Source: an optimization exercise on an open RTL-to-GDS flow (aim: small area, a short achievable clock period and few clock cycles per item). Production flows keep margins and buffers that such runs may drop. The RTL was checked by simulation tests, not by an equivalence proof against the original design.

==> flow/design.v <==
module muldiv_seq (
   input  logic        clk,
   input  logic        rst,
   input  logic        start_i,
   input  logic [2:0]  op_i,
   input  logic [31:0] rs1_i,
   input  logic [31:0] rs2_i,
   input  logic        flush_i,
   output logic        stall_o,
   output logic        busy_o,
   output logic        done_o,
   output logic [31:0] result_o
);
   logic        busy_q, done_q;
   logic        accept, run, last, fast;
   assign accept = ~busy_q & start_i & ~flush_i;
   assign run    = busy_q & ~done_q;
   always_ff @(posedge clk or negedge rst) begin
      if (!rst) begin
         busy_q <= 1'b0;
         done_q <= 1'b0;
      end else if (!busy_q) begin
         busy_q <= accept;
         done_q <= accept & fast;
      end else if (done_q || flush_i) begin
         busy_q <= 1'b0;
         done_q <= 1'b0;
      end else begin
         done_q <= last;
      end
   end
   assign stall_o = rst & (accept | run);
   assign busy_o  = busy_q;
   assign done_o  = done_q;
   function automatic logic [5:0] bitlen(input logic [31:0] x);
      logic [15:0] v1, p1;
      logic [7:0]  v2;
      logic [15:0] p2;
      logic [3:0]  v3;
      logic [11:0] p3;
      logic [1:0]  v4;
      logic [7:0]  p4;
      logic [4:0]  p5;
      for (int i = 0; i < 16; i++) begin
         v1[i] = x[2*i+1] | x[2*i];
         p1[i] = x[2*i+1];
      end
      for (int i = 0; i < 8; i++) begin
         v2[i]      = v1[2*i+1] | v1[2*i];
         p2[2*i+:2] = {v1[2*i+1], v1[2*i+1] ? p1[2*i+1] : p1[2*i]};
      end
      for (int i = 0; i < 4; i++) begin
         v3[i]      = v2[2*i+1] | v2[2*i];
         p3[3*i+:3] = {v2[2*i+1], v2[2*i+1] ? p2[4*i+2+:2] : p2[4*i+:2]};
      end
      for (int i = 0; i < 2; i++) begin
         v4[i]      = v3[2*i+1] | v3[2*i];
         p4[4*i+:4] = {v3[2*i+1], v3[2*i+1] ? p3[6*i+3+:3] : p3[6*i+:3]};
      end
      p5     = {v4[1], v4[1] ? p4[7:4] : p4[3:0]};
      bitlen = (v4[1] | v4[0]) ? {1'b0, p5} + 6'd1 : 6'd0;
   endfunction
   logic        is_mul, sa, sb, an, bn, b_zero, swap;
   logic [31:0] a_x, b_x, a_e;
   logic [5:0]  na, nb;
   logic        a_short, b_short, a_tiny, b_tiny;
   logic        m_short;    
   logic        m_tiny;     
   logic        m_extra;    
   assign is_mul  = ~op_i[2];
   assign sa      = is_mul ? (op_i[1:0] != 2'b11) : ~op_i[0];
   assign sb      = is_mul ? ~op_i[1] : ~op_i[0];
   assign an      = sa & rs1_i[31];
   assign bn      = sb & rs2_i[31];
   assign a_x     = rs1_i ^ {32{rs1_i[31]}};
   assign b_x     = rs2_i ^ {32{rs2_i[31]}};
   assign a_e     = an ? {a_x[30:0], 1'b1} : a_x;
   assign na      = (rs1_i[31] & ~sa) ? 6'd32 : bitlen(a_e);
   assign nb      = (rs2_i[31] & ~sb) ? 6'd32 : bitlen(b_x);
   assign b_zero  = (rs2_i == '0);
   assign swap    = na < nb;
   assign fast    = ~is_mul & (b_zero | swap);
   assign a_short = (a_x[30:15] == '0) & (sa | ~rs1_i[31]);
   assign b_short = (b_x[30:15] == '0) & (sb | ~rs2_i[31]);
   assign a_tiny  = (a_x[30:7] == '0) & (sa | ~rs1_i[31]);
   assign b_tiny  = (b_x[30:7] == '0) & (sb | ~rs2_i[31]);
   assign m_short = swap ? a_short : b_short;
   assign m_tiny  = swap ? a_tiny : b_tiny;
   assign m_extra = swap ? (rs1_i[31] & ~sa) : (rs2_i[31] & ~sb);
   logic [5:0]  na_q, nb_q;
   logic        prep_q;
   logic [6:0]  dq;         
   assign dq      = {1'b0, na_q} - {1'b0, nb_q};
   logic [33:0] hi;
   logic [31:0] lo;
   logic [32:0] v;          
   logic        ylast;
   logic [2:0]  ng_q;       
   logic [1:0]  ns_q;       
   logic [1:0]  j8_q;       
   logic        j4_q;       
   logic        short_q;    
   logic        tiny_q;     
   logic        x_q;        
   logic        neg_q;      
   logic        fix_q;      
   logic        mul_q, bneg_q, rem_q;
   logic        res_hi_q, res_one_q, res_zero_q;
   logic st_norm, st_j8, st_j4, st_x, st_neg, st_fix, st_any;
   logic x_now_q, fix_now_q;
   assign st_neg = neg_q;
   assign st_fix = fix_now_q;
   assign st_x   = x_now_q;
   assign st_any = neg_q | fix_now_q | x_now_q | prep_q;
   always_comb begin
      st_norm = 1'b0; st_j8 = 1'b0; st_j4 = 1'b0;
      if (!st_any) begin
         if (mul_q) begin
            st_norm = 1'b1;
         end else begin
            if (j8_q != 0)      st_j8   = 1'b1;
            else if (j4_q)      st_j4   = 1'b1;
            else                st_norm = 1'b1;
         end
      end
   end
   logic norm_end;
   assign norm_end = st_norm & (ng_q == 3'd0) & (ns_q == 2'd3);
   assign last     = st_x | st_fix | (norm_end & ~x_q & ~fix_q);
   logic [31:0] res_pre;
   assign res_pre = res_hi_q ? hi[31:0] : lo;
   logic [36:0] v_ext;
   assign v_ext = {{4{v[32]}}, v};
   function automatic logic [2:0] booth(input logic b1, input logic b0, input logic bl);
      booth = {b0 ^ bl, (b1 & ~b0 & ~bl) | (~b1 & b0 & bl), b1};
   endfunction
   logic        a_one, a_two, a_neg, b_one, b_two, b_neg;
   logic [2:0]  bda_ld, bdb_ld, bda_nx, bdb_nx;
   logic [3:0]  mlo;
   assign mlo    = swap ? rs1_i[3:0] : rs2_i[3:0];
   assign bda_ld = booth(mlo[1], mlo[0], 1'b0);
   assign bdb_ld = booth(mlo[3], mlo[2], mlo[1]);
   assign bda_nx = booth(~(norm_end & x_q) & lo[5], ~(norm_end & x_q) & lo[4], lo[3]);
   assign bdb_nx = booth(~(norm_end & x_q) & lo[7], ~(norm_end & x_q) & lo[6], ~(norm_end & x_q) & lo[5]);
   logic [36:0] pa, pb, pc, cs_s, cs_c;
   assign pa   = {{3{hi[33]}}, hi};
   assign pb   = (({37{a_one}} & v_ext) | ({37{a_two}} & {v_ext[35:0], 1'b0})) ^ {37{a_neg}};
   assign pc   = {(({35{b_one}} & v_ext[34:0]) | ({35{b_two}} & {v_ext[33:0], 1'b0})) ^ {35{b_neg}},
                  b_neg, b_neg};
   assign cs_s = pa ^ pb ^ pc;
   assign cs_c = {(pa[35:0] & pb[35:0]) | (pa[35:0] & pc[35:0]) | (pb[35:0] & pc[35:0]), a_neg};
   logic        div_x, ya_res;
   logic [36:0] dx, dy;
   assign div_x  = ~ya_res;       
   assign dx     = {4'd0, {32{div_x}} & hi[31:0], div_x & lo[31]};
   assign dy     = ya_res ? {5'd0, res_pre} ^ {37{1'b1}} : v_ext ^ {37{~bneg_q}};
   logic [36:0] add_x, add_y, sum;
   logic        cin;
   assign add_x = mul_q ? cs_s : dx;
   assign add_y = mul_q ? cs_c : dy;
   assign cin   = mul_q ? b_neg : (ya_res | ~bneg_q);
   assign sum   = add_x + add_y + {36'd0, cin};
   logic        ge;
   logic [31:0] r;
   assign ge = ~sum[36];
   assign r  = ge ? sum[31:0] : {hi[30:0], lo[31]};
   always_ff @(posedge clk) begin
      if (!busy_q) begin
         hi      <= '0;
         lo      <= (is_mul & ~swap) ? rs2_i : rs1_i;
         if (is_mul & ~swap) v <= {sa & rs1_i[31], rs1_i};
         else                v <= {sb & rs2_i[31], rs2_i};
         ylast   <= 1'b0;
         mul_q   <= is_mul;
         bneg_q  <= bn;
         rem_q   <= op_i[1];
         {a_one, a_two, a_neg} <= bda_ld;
         {b_one, b_two, b_neg} <= bdb_ld;
         if (is_mul) begin
            ng_q  <= {2'b00, ~m_short};           
            ns_q  <= {m_tiny, 1'b0};              
            x_q   <= m_extra;
            j8_q  <= 2'd0;
            j4_q  <= 1'b0;
         end else begin
            ns_q  <= 2'd0;
            x_q   <= 1'b0;
         end
         neg_q      <= ~is_mul & an;
         ya_res     <= ~is_mul & an;
         prep_q     <= ~is_mul;
         na_q       <= na;
         nb_q       <= nb;
         x_now_q    <= 1'b0;
         fix_now_q  <= 1'b0;
         fix_q      <= ~is_mul & (op_i[1] ? an : (an ^ bn));
         res_hi_q   <= is_mul ? (op_i[1:0] != 2'b00) : (op_i[1] & ~fast & ~an);
         short_q    <= is_mul & m_short & ~m_tiny;
         tiny_q     <= is_mul & m_tiny;
         res_one_q  <= ~is_mul & ~op_i[1] & b_zero;
         res_zero_q <= ~is_mul & ~op_i[1] & ~b_zero & swap;
      end else begin
         ya_res <= norm_end & fix_q;
         if (prep_q) begin
            prep_q <= 1'b0;
            ng_q   <= dq[5] ? 3'd7 : dq[4:2];
            j8_q   <= dq[5] ? 2'd0 : ~dq[4:3];
            j4_q   <= ~dq[5] & ~dq[2];
         end
         if (st_norm) begin
            if (mul_q) begin
               hi    <= {sum[36], sum[36:4]};
               lo    <= {sum[3:0], lo[31:4]};
               ylast <= lo[3];
               {a_one, a_two, a_neg} <= bda_nx;
               {b_one, b_two, b_neg} <= bdb_nx;
            end else begin
               hi    <= {2'b00, r};
               lo    <= {lo[30:0], ge};
            end
            ns_q      <= ns_q + 2'd1;
            if (ns_q == 2'd3) ng_q <= ng_q - 3'd1;
            x_now_q   <= norm_end & x_q;
            fix_now_q <= norm_end & fix_q;
         end else if (st_j8) begin
            hi   <= {2'b00, hi[23:0], lo[31:24]};
            lo   <= {lo[23:0], 8'd0};
            j8_q <= j8_q - 2'd1;
         end else if (st_j4) begin
            hi   <= {2'b00, hi[27:0], lo[31:28]};
            lo   <= {lo[27:0], 4'd0};
            j4_q <= 1'b0;
         end else if (prep_q & ~neg_q) begin
            hi <= '0;
            lo <= rs1_i;
         end else begin     
            hi        <= st_neg ? 34'd0 : sum[33:0];
            lo        <= sum[31:0];
            res_hi_q  <= ~st_neg | rem_q;
            neg_q     <= 1'b0;
            fix_q     <= fix_q & st_neg;
            x_q       <= 1'b0;
            x_now_q   <= 1'b0;
            fix_now_q <= 1'b0;
         end
      end
   end
   logic [31:0] res_short, res_tiny;
   assign res_short = res_hi_q ? {{14{hi[33]}}, hi[33:16]} : {hi[15:0], lo[31:16]};
   assign res_tiny  = res_hi_q ? {{22{hi[33]}}, hi[33:24]} : {hi[23:0], lo[31:24]};
   assign result_o  = res_one_q ? 32'hFFFF_FFFF : (res_zero_q ? 32'd0 :
                      (short_q ? res_short : (tiny_q ? res_tiny : res_pre)));
endmodule
clock: 11.0 ns
lec_check: 0
abc_area: 1
cap_margin: 20
cell_pad_in_sites_detail_placement: 1
cell_pad_in_sites_global_placement: 1
core_margin: 2
core_utilization: 40
place_density: 0.5
setup_slack_margin: 5
slew_margin: 20
run.sh (not shown) runs the stock make flow with config.mk's settings and CLKGATE_MAP_FILE= SYNTH_SCRIPT=/design/flow/synth_recipe.tcl, a recipe that flattens the netlist after the stock synthesis.
The first run finished with timing, DRC and antenna clean.
Testbench counts at the start, summed over its fixed seeds: cycles 21,988, items 2,400.
Change:
--- a/flow/design.v
+++ b/flow/design.v
@@ -32,7 +32,7 @@
    assign stall_o = rst & (accept | run);
    assign busy_o  = busy_q;
    assign done_o  = done_q;
-   function automatic logic [5:0] bitlen(input logic [31:0] x);
+   function automatic logic [5:0] topbit(input logic [31:0] x);
       logic [15:0] v1, p1;
       logic [7:0]  v2;
       logic [15:0] p2;
@@ -58,11 +58,11 @@
          p4[4*i+:4] = {v3[2*i+1], v3[2*i+1] ? p3[6*i+3+:3] : p3[6*i+:3]};
       end
       p5     = {v4[1], v4[1] ? p4[7:4] : p4[3:0]};
-      bitlen = (v4[1] | v4[0]) ? {1'b0, p5} + 6'd1 : 6'd0;
+      topbit = {v4[1] | v4[0], p5};
    endfunction
-   logic        is_mul, sa, sb, an, bn, b_zero, swap;
+   logic        is_mul, sa, sb, an, bn, b_zero, swap, a_pw;
    logic [31:0] a_x, b_x, a_e;
-   logic [5:0]  na, nb;
+   logic [5:0]  ta, tb;     
    logic        a_short, b_short, a_tiny, b_tiny;
    logic        m_short;    
    logic        m_tiny;     
@@ -74,11 +74,12 @@
    assign bn      = sb & rs2_i[31];
    assign a_x     = rs1_i ^ {32{rs1_i[31]}};
    assign b_x     = rs2_i ^ {32{rs2_i[31]}};
-   assign a_e     = an ? {a_x[30:0], 1'b1} : a_x;
-   assign na      = (rs1_i[31] & ~sa) ? 6'd32 : bitlen(a_e);
-   assign nb      = (rs2_i[31] & ~sb) ? 6'd32 : bitlen(b_x);
+   assign a_e     = {a_x[30:0], 1'b1};
+   assign a_pw    = (a_x & ~a_e) == '0;
+   assign ta      = (rs1_i[31] & ~sa) ? 6'd63 : ((rs1_i[31] & a_pw) ? topbit(a_e) : topbit(a_x));
+   assign tb      = (rs2_i[31] & ~sb) ? 6'd63 : topbit(b_x);
    assign b_zero  = (rs2_i == '0);
-   assign swap    = na < nb;
+   assign swap    = tb[5] & (~ta[5] | (ta[4:0] < tb[4:0]));
    assign fast    = ~is_mul & (b_zero | swap);
    assign a_short = (a_x[30:15] == '0) & (sa | ~rs1_i[31]);
    assign b_short = (b_x[30:15] == '0) & (sb | ~rs2_i[31]);
@@ -87,10 +88,10 @@
    assign m_short = swap ? a_short : b_short;
    assign m_tiny  = swap ? a_tiny : b_tiny;
    assign m_extra = swap ? (rs1_i[31] & ~sa) : (rs2_i[31] & ~sb);
-   logic [5:0]  na_q, nb_q;
+   logic [5:0]  ta_q, tb_q;
    logic        prep_q;
    logic [6:0]  dq;         
-   assign dq      = {1'b0, na_q} - {1'b0, nb_q};
+   assign dq      = (ta_q[5] ? {2'b00, ta_q[4:0]} + 7'd1 : 7'd0) - (tb_q[5] ? {2'b00, tb_q[4:0]} + 7'd1 : 7'd0);
    logic [33:0] hi;
    logic [31:0] lo;
    logic [32:0] v;          
@@ -99,6 +100,7 @@
    logic [1:0]  ns_q;       
    logic [1:0]  j8_q;       
    logic        j4_q;       
+   logic        j28_q;      
    logic        short_q;    
    logic        tiny_q;     
    logic        x_q;        
@@ -106,19 +108,20 @@
    logic        fix_q;      
    logic        mul_q, bneg_q, rem_q;
    logic        res_hi_q, res_one_q, res_zero_q;
-   logic st_norm, st_j8, st_j4, st_x, st_neg, st_fix, st_any;
+   logic st_norm, st_j8, st_j4, st_j28, st_x, st_neg, st_fix, st_any;
    logic x_now_q, fix_now_q;
    assign st_neg = neg_q;
    assign st_fix = fix_now_q;
    assign st_x   = x_now_q;
    assign st_any = neg_q | fix_now_q | x_now_q | prep_q;
    always_comb begin
-      st_norm = 1'b0; st_j8 = 1'b0; st_j4 = 1'b0;
+      st_norm = 1'b0; st_j8 = 1'b0; st_j4 = 1'b0; st_j28 = 1'b0;
       if (!st_any) begin
          if (mul_q) begin
             st_norm = 1'b1;
          end else begin
-            if (j8_q != 0)      st_j8   = 1'b1;
+            if (j28_q)          st_j28  = 1'b1;
+            else if (j8_q != 0) st_j8   = 1'b1;
             else if (j4_q)      st_j4   = 1'b1;
             else                st_norm = 1'b1;
          end
@@ -182,6 +185,7 @@
             x_q   <= m_extra;
             j8_q  <= 2'd0;
             j4_q  <= 1'b0;
+            j28_q <= 1'b0;
          end else begin
             ns_q  <= 2'd0;
             x_q   <= 1'b0;
@@ -189,8 +193,8 @@
          neg_q      <= ~is_mul & an;
          ya_res     <= ~is_mul & an;
          prep_q     <= ~is_mul;
-         na_q       <= na;
-         nb_q       <= nb;
+         ta_q       <= ta;
+         tb_q       <= tb;
          x_now_q    <= 1'b0;
          fix_now_q  <= 1'b0;
          fix_q      <= ~is_mul & (op_i[1] ? an : (an ^ bn));
@@ -204,8 +208,9 @@
          if (prep_q) begin
             prep_q <= 1'b0;
             ng_q   <= dq[5] ? 3'd7 : dq[4:2];
-            j8_q   <= dq[5] ? 2'd0 : ~dq[4:3];
-            j4_q   <= ~dq[5] & ~dq[2];
+            j8_q   <= (dq[5] || dq[4:2] == 3'd0) ? 2'd0 : ~dq[4:3];
+            j4_q   <= ~dq[5] & ~dq[2] & (dq[4:2] != 3'd0);
+            j28_q  <= ~dq[5] & (dq[4:2] == 3'd0);
          end
          if (st_norm) begin
             if (mul_q) begin
@@ -226,6 +231,10 @@
             hi   <= {2'b00, hi[23:0], lo[31:24]};
             lo   <= {lo[23:0], 8'd0};
             j8_q <= j8_q - 2'd1;
+         end else if (st_j28) begin
+            hi    <= {2'b00, hi[3:0], lo[31:4]};
+            lo    <= {lo[3:0], 28'd0};
+            j28_q <= 1'b0;
          end else if (st_j4) begin
             hi   <= {2'b00, hi[27:0], lo[31:28]};
             lo   <= {lo[27:0], 4'd0};
The changed run passed the timing, DRC and antenna checks.
Hold slack loses 0.012 ns.
Synthesized cell count rises by 8.0%.
Final area came out higher by 1.8%.
Wire length is higher by 11%.
Synthesized area rose by 4.9%.
Testbench counts after the change, summed over its fixed seeds: cycles 20,548, items 2,400.

re-timing with driven ports:
Ports are ideal in the flow. The routed layouts listed here were re-timed in OpenROAD.
Step 1 assumes that a clkbuf_16 drives the clock port and a buf_2 every other input.
Step 2 moves the port delays by t, midway between the first and last clock arrival at a register: inputs arrive t later, outputs are due t later. That takes back most of the time a late clock gives input paths.
Three values: ideal ports, drivers, drivers and shift; two values: the first two.
run | shift t [ns] | setup WS [ns] | worst setup path after step 2 | clock arrival spread, ns | worst data-port slew with drivers (ns)
the first run | 0.524 | 5.076 / 5.020 / 4.598 | input to register | 0.017 / 0.017 | 0.05
the second run | 0.513 | 5.172 / 5.172 / 4.750 | input to register | 0.016 / 0.016 | 0.06
After both steps setup and hold are still met in every run listed. For the first run, which loses most, drivers alone change the setup slack by -0.056 ns; drivers and shift together by -0.478 ns.
